This design comes from an exercise in tuning for small area and few clock cycles on the open sky130 flow, not from production work. In this exercise RTL edits were held to simulation tests only and were not proved equivalent to the original. No activity file was given, so power comes from the tool's default toggle rates.

===== run.sh =====
#!/bin/bash
# synth_recipe.tcl (not shown) runs the flow's synth.tcl, then flattens the netlist and writes it again
# the make line also repeats each setting of config.mk as NAME=value (left out here)
make -C /OpenROAD-flow-scripts/flow DESIGN_CONFIG=/design/flow/config.mk WORK_HOME=/design/flow/orfs CLKGATE_MAP_FILE= SYNTH_SCRIPT=/design/flow/synth_recipe.tcl finish

===== config.mk =====
export PLATFORM = sky130hd
export DESIGN_NAME = dcache_top
export DESIGN_NICKNAME = dcache_top
export VERILOG_FILES = /design/flow/design.v
export SDC_FILE = /design/flow/constraint.sdc
export NUM_CORES = 4
export LEC_CHECK = 0
export CAP_MARGIN = 20
export CORE_MARGIN = 2
export CORE_UTILIZATION = 40
export SLEW_MARGIN = 20

===== design.v =====
`default_nettype none
package dcache_pkg;
	localparam int word_width      = 32;
	localparam int num_ways        = 2;
	localparam int num_sets        = 8;
	localparam int index_width     = 3;
	localparam int tag_width       = 26;
	localparam int words_per_block = 2;
	localparam int num_frames      = 16;  
	typedef logic [word_width-1:0]  word_t;
	typedef logic [tag_width-1:0]   tag_t;
	typedef logic [index_width-1:0] index_t;
	typedef struct packed {
		tag_t       tag;
		index_t     index;
		logic       word_sel;  
		logic [1:0] byte_off;
	} addr_fields_t;
	typedef union packed {
		word_t        word;
		addr_fields_t fields;
	} dcache_addr_t;
	typedef struct packed {
		logic                              valid;
		logic                              dirty;
		tag_t                              tag;
		word_t [words_per_block-1:0]       data;
	} frame_t;
	typedef struct packed {
		logic [num_ways-1:0] valid;
		logic [num_ways-1:0] dirty;
		logic                hit;
		logic                hit_way;
	} set_status_t;
	typedef struct packed {
		logic   en;
		logic   way;
		index_t index;
		logic   word_we;  
		logic   word_sel;
		word_t  data;
		tag_t   tag;
		logic   valid;
		logic   dirty;
	} frame_wr_t;
	typedef struct packed {
		logic         ren;
		logic         wen;
		dcache_addr_t addr;
		word_t        store;
	} dp_req_t;
	typedef struct packed {
		logic  hit;
		word_t load;
	} dp_rsp_t;
	typedef struct packed {
		logic  ren;
		logic  wen;
		word_t addr;
		word_t store;
	} mem_req_t;
	typedef struct packed {
		logic  dwait;
		word_t load;
	} mem_rsp_t;
	typedef enum logic [2:0] {
		idle,
		wback1,
		wback2,
		alloc1,
		alloc2,
		flush1,
		flush2,
		flushed
	} ctrl_state_t;
endpackage
`default_nettype wire
`timescale 1ns/1ps
`default_nettype none
module dcache_frames (
	input  logic                     CLK,
	input  logic                     nRST,
	input  dcache_pkg::dcache_addr_t lookup_addr,
	output dcache_pkg::set_status_t  status,
	output dcache_pkg::word_t        hit_word,
	input  logic                     victim_way,
	output dcache_pkg::frame_t       victim_frame,
	input  logic [3:0]               flush_frame_num,
	output dcache_pkg::frame_t       flush_frame,
	input  dcache_pkg::frame_wr_t    frame_wr
);
	logic [dcache_pkg::num_ways-1:0][dcache_pkg::num_sets-1:0] valid_q;
	logic [dcache_pkg::num_ways-1:0][dcache_pkg::num_sets-1:0] dirty_q;
	dcache_pkg::tag_t  tag_q [dcache_pkg::num_ways][dcache_pkg::num_sets];
	dcache_pkg::word_t data_q [dcache_pkg::num_ways][dcache_pkg::num_sets]
		[dcache_pkg::words_per_block];
	dcache_pkg::index_t                idx;
	logic [dcache_pkg::num_ways-1:0]   match;
	function automatic dcache_pkg::frame_t read_frame(input logic way,
			input dcache_pkg::index_t set);
		dcache_pkg::frame_t f;
		f.valid = valid_q[way][set];
		f.dirty = dirty_q[way][set];
		f.tag   = tag_q[way][set];
		for (int w = 0; w < dcache_pkg::words_per_block; w++) begin
			f.data[w] = data_q[way][set][w];
		end
		read_frame = f;
	endfunction
	assign idx = lookup_addr.fields.index;
	always_comb begin
		for (int w = 0; w < dcache_pkg::num_ways; w++) begin
			match[w]        = valid_q[w][idx] && (tag_q[w][idx] == lookup_addr.fields.tag);
			status.valid[w] = valid_q[w][idx];
			status.dirty[w] = dirty_q[w][idx];
		end
		status.hit     = |match;
		status.hit_way = match[1];  
		hit_word       = data_q[status.hit_way][idx][lookup_addr.fields.word_sel];
		victim_frame = read_frame(victim_way, idx);
		flush_frame  = read_frame(flush_frame_num[0], flush_frame_num[3:1]);
	end
	always_ff @(posedge CLK, negedge nRST) begin
		if (!nRST) begin
			valid_q <= '0;
			dirty_q <= '0;
		end else if (frame_wr.en) begin
			valid_q[frame_wr.way][frame_wr.index] <= frame_wr.valid;
			dirty_q[frame_wr.way][frame_wr.index] <= frame_wr.dirty;
		end
	end
	always_ff @(posedge CLK) begin
		if (frame_wr.en) begin
			tag_q[frame_wr.way][frame_wr.index] <= frame_wr.tag;
			if (frame_wr.word_we) begin
				data_q[frame_wr.way][frame_wr.index][frame_wr.word_sel] <= frame_wr.data;
			end
		end
	end
endmodule
`default_nettype wire
`timescale 1ns/1ps
`default_nettype none
module dcache_lru (
	input  logic                    CLK,
	input  logic                    nRST,
	input  dcache_pkg::index_t      index,
	input  dcache_pkg::set_status_t status,
	input  logic                    touch,
	input  logic                    touch_way,
	output logic                    victim_way
);
	logic [dcache_pkg::num_sets-1:0] lru_q;
	always_ff @(posedge CLK, negedge nRST) begin
		if (!nRST) begin
			lru_q <= '0;
		end else if (touch) begin
			lru_q[index] <= ~touch_way;  
		end
	end
	always_comb begin
		if (!status.valid[0]) begin
			victim_way = 1'b0;
		end else if (!status.valid[1]) begin
			victim_way = 1'b1;
		end else begin
			victim_way = lru_q[index];
		end
	end
endmodule
`default_nettype wire
`timescale 1ns/1ps
`default_nettype none
module dcache_ctrl (
	input  logic                    CLK,
	input  logic                    nRST,
	input  dcache_pkg::dp_req_t     dp_req,
	input  logic                    halt,
	input  dcache_pkg::set_status_t status,
	input  dcache_pkg::word_t       hit_word,
	input  logic                    victim_way,
	input  dcache_pkg::frame_t      victim_frame,
	input  dcache_pkg::frame_t      flush_frame,
	output logic [3:0]              flush_frame_num,
	output dcache_pkg::frame_wr_t   frame_wr,
	output logic                    touch,
	output logic                    touch_way,
	output dcache_pkg::dp_rsp_t     dp_rsp,
	output logic                    flushed,
	output dcache_pkg::mem_req_t    mem_req,
	input  dcache_pkg::mem_rsp_t    mem_rsp
);
	dcache_pkg::ctrl_state_t state;
	dcache_pkg::ctrl_state_t next_state;
	logic [4:0]              flush_cnt;
	logic [4:0]              next_flush_cnt;
	logic                    victim_q;
	logic                    next_victim;
	logic                    req;
	function automatic dcache_pkg::word_t word_addr(input dcache_pkg::tag_t tag,
			input dcache_pkg::index_t set, input logic word_sel);
		dcache_pkg::dcache_addr_t a;
		a.fields.tag      = tag;
		a.fields.index    = set;
		a.fields.word_sel = word_sel;
		a.fields.byte_off = 2'b00;
		word_addr = a.word;
	endfunction
	assign req             = dp_req.ren | dp_req.wen;
	assign flush_frame_num = flush_cnt[3:0];
	assign flushed         = (state == dcache_pkg::flushed);
	always_ff @(posedge CLK, negedge nRST) begin
		if (!nRST) begin
			state     <= dcache_pkg::idle;
			flush_cnt <= '0;
			victim_q  <= 1'b0;
		end else begin
			state     <= next_state;
			flush_cnt <= next_flush_cnt;
			victim_q  <= next_victim;
		end
	end
	always_comb begin
		next_state     = state;
		next_flush_cnt = flush_cnt;
		next_victim    = victim_q;
		dp_rsp.hit     = 1'b0;
		dp_rsp.load    = hit_word;
		touch          = 1'b0;
		touch_way      = status.hit_way;
		frame_wr       = '0;
		frame_wr.way   = victim_q;  
		frame_wr.index = dp_req.addr.fields.index;
		frame_wr.tag   = dp_req.addr.fields.tag;
		frame_wr.data  = mem_rsp.load;
		mem_req        = '0;
		mem_req.addr   = dp_req.addr.word;
		case (state)
			dcache_pkg::idle: begin
				if (req && status.hit) begin
					dp_rsp.hit = 1'b1;
					touch      = 1'b1;
					if (dp_req.wen) begin
						frame_wr.en       = 1'b1;
						frame_wr.way      = status.hit_way;
						frame_wr.word_we  = 1'b1;
						frame_wr.word_sel = dp_req.addr.fields.word_sel;
						frame_wr.data     = dp_req.store;
						frame_wr.valid    = 1'b1;
						frame_wr.dirty    = 1'b1;
					end
				end else if (req) begin
					next_victim = victim_way;
					if (status.dirty[victim_way]) begin
						next_state = dcache_pkg::wback1;
					end else begin
						next_state = dcache_pkg::alloc1;
					end
				end else if (halt) begin
					next_flush_cnt = '0;
					next_state     = dcache_pkg::flush1;
				end
			end
			dcache_pkg::wback1: begin
				mem_req.wen   = 1'b1;
				mem_req.addr  = word_addr(victim_frame.tag, dp_req.addr.fields.index, 1'b0);
				mem_req.store = victim_frame.data[0];
				if (!mem_rsp.dwait) begin
					next_state = dcache_pkg::wback2;
				end
			end
			dcache_pkg::wback2: begin
				mem_req.wen   = 1'b1;
				mem_req.addr  = word_addr(victim_frame.tag, dp_req.addr.fields.index, 1'b1);
				mem_req.store = victim_frame.data[1];
				if (!mem_rsp.dwait) begin
					frame_wr.en    = 1'b1;  
					frame_wr.tag   = victim_frame.tag;
					frame_wr.valid = 1'b1;
					next_state     = dcache_pkg::alloc1;
				end
			end
			dcache_pkg::alloc1: begin
				mem_req.ren  = 1'b1;
				mem_req.addr = word_addr(dp_req.addr.fields.tag, dp_req.addr.fields.index, 1'b0);
				if (!mem_rsp.dwait) begin
					frame_wr.en      = 1'b1;
					frame_wr.word_we = 1'b1;  
					next_state       = dcache_pkg::alloc2;
				end
			end
			dcache_pkg::alloc2: begin
				mem_req.ren  = 1'b1;
				mem_req.addr = word_addr(dp_req.addr.fields.tag, dp_req.addr.fields.index, 1'b1);
				if (!mem_rsp.dwait) begin
					frame_wr.en       = 1'b1;
					frame_wr.word_we  = 1'b1;
					frame_wr.word_sel = 1'b1;
					frame_wr.valid    = 1'b1;
					next_state        = dcache_pkg::idle;  
				end
			end
			dcache_pkg::flush1: begin
				if (flush_cnt == 5'(dcache_pkg::num_frames)) begin
					next_state = dcache_pkg::flushed;
				end else if (flush_frame.dirty) begin
					mem_req.wen   = 1'b1;
					mem_req.addr  = word_addr(flush_frame.tag, flush_cnt[3:1], 1'b1);
					mem_req.store = flush_frame.data[1];
					if (!mem_rsp.dwait) begin
						next_state = dcache_pkg::flush2;
					end
				end else begin
					next_flush_cnt = flush_cnt + 5'd1;  
				end
			end
			dcache_pkg::flush2: begin
				mem_req.wen   = 1'b1;
				mem_req.addr  = word_addr(flush_frame.tag, flush_cnt[3:1], 1'b0);
				mem_req.store = flush_frame.data[0];
				if (!mem_rsp.dwait) begin
					frame_wr.en    = 1'b1;
					frame_wr.way   = flush_cnt[0];
					frame_wr.index = flush_cnt[3:1];
					frame_wr.tag   = flush_frame.tag;
					next_flush_cnt = flush_cnt + 5'd1;
					next_state     = dcache_pkg::flush1;
				end
			end
			dcache_pkg::flushed: begin
				next_state = dcache_pkg::flushed;  
			end
			default: begin
				next_state = dcache_pkg::idle;
			end
		endcase
	end
endmodule
`default_nettype wire
`timescale 1ns/1ps
`default_nettype none
module dcache (
	input  logic                 CLK,
	input  logic                 nRST,
	input  dcache_pkg::dp_req_t  dp_req,
	input  logic                 halt,
	output dcache_pkg::dp_rsp_t  dp_rsp,
	output logic                 flushed,
	output dcache_pkg::mem_req_t mem_req,
	input  dcache_pkg::mem_rsp_t mem_rsp
);
	dcache_pkg::set_status_t status;
	dcache_pkg::word_t       hit_word;
	logic                    victim_way;
	dcache_pkg::frame_t      victim_frame;
	logic [3:0]              flush_frame_num;
	dcache_pkg::frame_t      flush_frame;
	dcache_pkg::frame_wr_t   frame_wr;
	logic                    touch;
	logic                    touch_way;
	dcache_frames i_frames (
		.CLK             (CLK),
		.nRST            (nRST),
		.lookup_addr     (dp_req.addr),
		.status          (status),
		.hit_word        (hit_word),
		.victim_way      (victim_way),
		.victim_frame    (victim_frame),
		.flush_frame_num (flush_frame_num),
		.flush_frame     (flush_frame),
		.frame_wr        (frame_wr)
	);
	dcache_lru i_lru (
		.CLK        (CLK),
		.nRST       (nRST),
		.index      (dp_req.addr.fields.index),
		.status     (status),
		.touch      (touch),
		.touch_way  (touch_way),
		.victim_way (victim_way)
	);
	dcache_ctrl i_ctrl (
		.CLK             (CLK),
		.nRST            (nRST),
		.dp_req          (dp_req),
		.halt            (halt),
		.status          (status),
		.hit_word        (hit_word),
		.victim_way      (victim_way),
		.victim_frame    (victim_frame),
		.flush_frame     (flush_frame),
		.flush_frame_num (flush_frame_num),
		.frame_wr        (frame_wr),
		.touch           (touch),
		.touch_way       (touch_way),
		.dp_rsp          (dp_rsp),
		.flushed         (flushed),
		.mem_req         (mem_req),
		.mem_rsp         (mem_rsp)
	);
endmodule
`default_nettype wire
`timescale 1ns/1ps
`default_nettype none
module dcache_top (
	input  wire        clk,
	input  wire        rst_n,
	input  wire        dp_ren,
	input  wire        dp_wen,
	input  wire [31:0] dp_addr,
	input  wire [31:0] dp_store,
	input  wire        halt,
	output wire        dp_hit,
	output wire [31:0] dp_load,
	output wire        flushed,
	output wire        mem_ren,
	output wire        mem_wen,
	output wire [31:0] mem_addr,
	output wire [31:0] mem_store,
	input  wire        mem_dwait,
	input  wire [31:0] mem_load
);
	dcache_pkg::dp_req_t  dp_req;
	dcache_pkg::dp_rsp_t  dp_rsp;
	dcache_pkg::mem_req_t mem_req;
	dcache_pkg::mem_rsp_t mem_rsp;
	assign dp_req.ren   = dp_ren;
	assign dp_req.wen   = dp_wen;
	assign dp_req.addr  = dp_addr;
	assign dp_req.store = dp_store;
	assign dp_hit       = dp_rsp.hit;
	assign dp_load      = dp_rsp.load;
	assign mem_ren      = mem_req.ren;
	assign mem_wen      = mem_req.wen;
	assign mem_addr     = mem_req.addr;
	assign mem_store    = mem_req.store;
	assign mem_rsp.dwait = mem_dwait;
	assign mem_rsp.load  = mem_load;
	dcache i_dcache (
		.CLK     (clk),
		.nRST    (rst_n),
		.dp_req  (dp_req),
		.halt    (halt),
		.dp_rsp  (dp_rsp),
		.flushed (flushed),
		.mem_req (mem_req),
		.mem_rsp (mem_rsp)
	);
endmodule
`default_nettype wire

===== constraint.sdc =====
create_clock -name core_clock -period 11.0 [get_ports {clk}]
set_input_delay 2.2000 -clock core_clock [delete_from_list [all_inputs] [get_ports {clk}]]
set_output_delay 2.2000 -clock core_clock [all_outputs]
set_load 0.01 [all_outputs]

==> results list <==
- CTS tree: done
- Overall track demand over capacity in global routing: 0.247
* Worst path arrival time: a little over 7000 ps
- Final hold analysis gives a worst-case slack of 488 ps.
- The cell area that synthesis handed to floorplanning was 74500 um2.
- The initial antenna violation count came to 10.
- Global-route wire length before repair: ~330 mm
* Vias after detailed routing: 43691
* Max-capacitance violation count: 0
* Cell chain of the critical path: buf_8 > nor2b_1 > a22oi_1 > nand2_1 > xnor2_1 > nor3_1 > nor4b_1 > nand4_1 > nor2_4 > buf_4 > nand2_1 > nand2_1 > clkdlybuf4s50_1
- The net count of the finished layout is between 4000 and 5000.
- In this run the tool buffered the top-level ports with 201 buffer cells.
* Post-synthesis async set-or-reset flop share: 0.0329
- Among all flip-flop cells after synthesis, the most frequent one is edfxtp_1.
- Of the total synthesized cell area, the portion taken by AND, OR, NAND and NOR gates is 0.0387.
- Source of the critical timing path: dp_addr[3]
- Once the clock tree was built, the setup fixing pass inserted 0 buffers.
* H-tree depth: 4
- Wires add up to 236 mm.
- In the routed layout, each cell is associated on average with a via count of 6.46.
- At the pin with the least slew margin, the transition time is around 1200 ps.
- Count of different cell masters after synthesis: 73
* Final max-slew violation count: 0
- The post-synthesis compound-gate area fraction is 0.0266.
- The number of nets in the synthesized netlist is 4071.
- Of the cells placed in the final design, the portion with a size suffix greater than 1 is 0.350.
* Combinational family with the most area after synthesis: multiplexers
- Count of standard-cell rows: 158
* Static leakage power: 0.0266 uW
- Buf/Inv on CP: 3
- Launching element type of the critical path: input pin
- Yosys printed 3 warnings.
- The worst pin sits at a relative slew slack of 0.223.
- For this run, the share of the core covered by cells in the final layout is 0.460.
* Crit-path max cell delay: 960 ps
- Static timing analysis puts the maximum clock frequency at 106 MHz.
* Number of instances in the synthesized netlist: 3959
- Post-route antenna net violation count: 0
* DRC errors left: 0
- Power density of the placed cells: 200 nW/um2
- Part of the Yosys area used for sequential elements: 0.597
* Die footprint: 190000 um2
- No sink is reached through more buffers than the 3 on the longest clock path.
- Of the total synthesized cell area, the portion taken by full adders, half adders and majority gates is 0.00168.
- Count of flip-flops with a built-in enable after synthesis: 1440
- The flow ran to the end and the layout has no timing, DRC or antenna violations.
- Once routing completed, OpenROAD measured the worst setup slack at 1600 ps.
* Worst endpoint required time: slightly below 9000 ps
- Remaining Overflow, GRT: 0
* Pin count of the biggest net entering global routing: 110
- The cell that appears most often on the critical path is nand2_1.
- Along the worst path, the maximum fanout reaches 66.
- Post-cts hold buffer count: 0
- Routability-driven placement finished with a final weighted congestion of 0.833.
* TritonCTS Buffers: 160
- Post-layout total power: 17000 uW
* Final setup violation count: 0
* Launching point of the worst reg2reg path: i_dcache.i_frames.tag_q[12][18]
- Clock skew on the completed layout was measured at 55.6 ps.
- Path type of the worst min-delay path: reg -> reg
- Worst Setup Slack post-DPL: roughly 1600 ps
- Of the total synthesized cell area, the portion taken by XOR and XNOR cells is 0.00482.
* Number of I/O pins: 202
* Worst ir drop on vdd: 0.150 mV
- Clock-pin slew was measured on the worst setup and hold paths at around 60 ps.
- The startpoint identified for the worst hold timing path is i_dcache.i_frames.valid_q[15].
- RSZ-0062 raised after global routing: false
- Kind of critical path: in -> out
- The portion of synthesized area spent on multiplexers is 0.312.
* Area grow syn2layout: 14.5%
- DRC marker count from the first detailed-route iteration: 5774
* DRT Pass-1 Iters: 8
* Number of global-route vias before repair: 43742
- Slowest-stage cell, CP: nor2b_1
- On the critical path the largest part of the delay comes from simple AND/OR/NAND/NOR gates.
* Horiz. Die Dim: around 440 um
- In this run the standard cell core region covers 185000 um2.
* Number of clock sinks seen by CTS: 1489
* Dpl hpwl: 138 mm
* Vertical die dimension: about 440 um
* Clock period minus worst slack: 9400 ps
- Dividing the final minimum period by the clock period gives 0.855.
- The final hold violation count was 0.
- Post-CTS repair changed the size of 0 cells.
- Buffer cell driving the clock tree root: clkbuf_16
* Effective utilization at floorplan: 0.402
- Skew-Pair Late Insertion Delay: 820 ps
* Mean routed wirelength per cell: 35.0 um
* Kind of end point of the critical path: primary output
* Setup TNS: 0 ps
- Number of synthesized register bits: between 1000 and 1500
* Post-synthesis area per instance: 18.8 um2
-- kinds of logic (layout without fill, tap and decap cells) --
kind of cell | after synthesis | in the layout
and+or+nand+nor | 631 | 631
muxes | 1145 | 1145
other | 0 | 4
buffers and inverters | 348 | 669
DFF | 1489 | 1489
adders and majority gates | 10 | 10
xor gates and xnor gates | 41 | 41
AOI/OAI and AO/OA | 295 | 295
-- report_power, final --
part | total (uW) | switching (uW) | internal (uW)
registers | 6770 | 194 | 6570
logic | 4790 | 2710 | 2080
clock network | 5460 | 2300 | 3160
-- cell usage in the layout (no fill, tap or decap), types with 12 or more instances in the layout --
cell type,count
a21oi_1,25
a221oi_1,21
a222oi_1,15
a22oi_1,42
buf_12,13
buf_4,135
bufinv_16,16
clkbuf_1,27
clkbuf_16,166
clkdlybuf4s50_1,196
clkinv_1,28
clkinv_2,29
dfrtp_1,43
edfxtp_1,1440
inv_1,28
mux2_2,99
mux2i_1,113
mux4_2,925
nand2_1,326
nand2b_1,14
nand3_1,30
nand4_1,30
nor2_1,51
nor2_4,40
nor2b_1,28
nor3_1,23
nor3_2,12
o211ai_1,19
o21ai_0,87
o22ai_1,25
o31ai_1,12
or3_1,15
xnor2_1,28
xor2_1,13
-- registers in the layout (all words and copies together) (netlist names) --
name,cells
i_dcache.i_frames.data_q,1024
i_dcache.i_lru.lru_q,8
i_dcache.i_ctrl.victim_q,1
i_dcache.i_ctrl.flush_cnt,5
i_dcache.i_frames.valid_q,16
i_dcache.i_frames.dirty_q,16
i_dcache.i_frames.tag_q,416
i_dcache.i_ctrl.state,3
-- path summary, 6_finish.rpt --
kind | endpoint | slack, ps | cells past startpoint
hold reg to reg | i_dcache.i_frames.valid_q[15] | 490 | 1
hold / removal | i_dcache.i_frames.valid_q[15] | 490 | 1
max in group asynchronous | i_dcache.i_lru.lru_q[1] | 8950 | 2
min in group asynchronous | i_dcache.i_ctrl.flush_cnt[1] | 1500 | 2
setup reg to reg | i_dcache.i_frames.tag_q[4][18] | 4720 | 13
setup / recovery | dp_load[11] | 1600 | 13
-- metrics by stage --
stage          area [um2]  std cells
3_3_place_gp        80000       6473
3_5_place_dp        80000       6474
2_1_floorplan       74500       3959
5_1_grt             85300       6761
6_report            85300       6764
4_1_cts             85300       6760
-- synth_stat cells, drive strengths merged (8+ instances only) --
| library cell | count | area [um2] |
|---|---|---|
| edfxtp | 1440 | 43200 |
| mux4 | 927 | 20900 |
| nand2 | 329 | 1240 |
| clkbuf | 191 | 717 |
| buf | 124 | 596 |
| mux2i | 116 | 1190 |
| mux2 | 102 | 1150 |
| nor2 | 93 | 352 |
| o21ai | 89 | 445 |
| dfrtp | 49 | 1230 |
| a22oi | 42 | 315 |
| nor3 | 35 | 175 |
| nand3 | 31 | 155 |
| inv | 30 | 113 |
| nand4 | 30 | 188 |
| nor2b | 28 | 175 |
| xnor2 | 28 | 245 |
| a21oi | 26 | 130 |
| o22ai | 25 | 156 |
| a221oi | 21 | 184 |
| o211ai | 19 | 143 |
| a222oi | 15 | 150 |
| nand2b | 15 | 93.8 |
| or3 | 15 | 93.8 |
| xor2 | 13 | 114 |
| o31ai | 12 | 90.1 |
| ha | 10 | 125 |
| o21a | 10 | 75.1 |
| or2 | 10 | 62.6 |
| nor4 | 9 | 56.3 |
| a21o | 8 | 60.1 |
-- layout make-up --
| class | instances | area (um2) |
|---|---|---|
| antenna | 4 | 10.0 |
| clock buffer | 196 | 4300 |
| clock inverter | 90 | 950 |
| fill | 15631 | 100000 |
| inverter | 33 | 125 |
| multi-input combinational | 2122 | 29000 |
| sequential | 1489 | 44500 |
| tap | 2480 | 3100 |
| timing repair buffer | 350 | 3300 |
-- worst register-to-register path: cells and delay by family, from the launching register on --
family,cells,cell delay (ps)
DFF,1,410
muxes,2,730
xor gates and xnor gates,1,480
AOI/OAI and AO/OA,3,1350
buffers and inverters,2,450
and+or+nand+nor,5,2540
-- metal layers --
layer | global-route usage | vias to the layer above | part of all wire | routed length [um]
li1 | - | 17330 | - | -
met1 | 0.339 | 23705 | 0.39 | 92500
met2 | 0.405 | 2270 | 0.49 | 117000
met3 | 0.0369 | 382 | 0.079 | 18600
met4 | 0.0857 | 4 | 0.035 | 8370
met5 | 0 | - | 0.00011 | 26
Testbench counts, summed over its fixed seeds: cycles 73,464.

==> re-timing with driven ports <==
No port has a modelled driver above. Below, the same layout with a new extraction and two added sets of constraints. Step 1: set_driving_cell puts a clkbuf_16 on clk and a buf_2 on each other input, an assumption about the parent block. Step 2 adds t to the input delays and takes it off the output delays; t is the mean of the earliest and latest rising clock arrival at the registers after step 1. Input paths then give back, and output paths get back, about the clock's delay inside the block. Slacks: ideal ports / drivers / drivers and shift; pairs: ideal ports / drivers.
t, ns: 0.892
slack for setup (ns): 1.600 / 1.554 / 1.554
worst slew at a driven data input, ns: 0.15
After both steps this run still meets setup and hold. For this run, drivers alone change the setup slack by -0.046 ns; drivers and shift together by -0.046 ns.
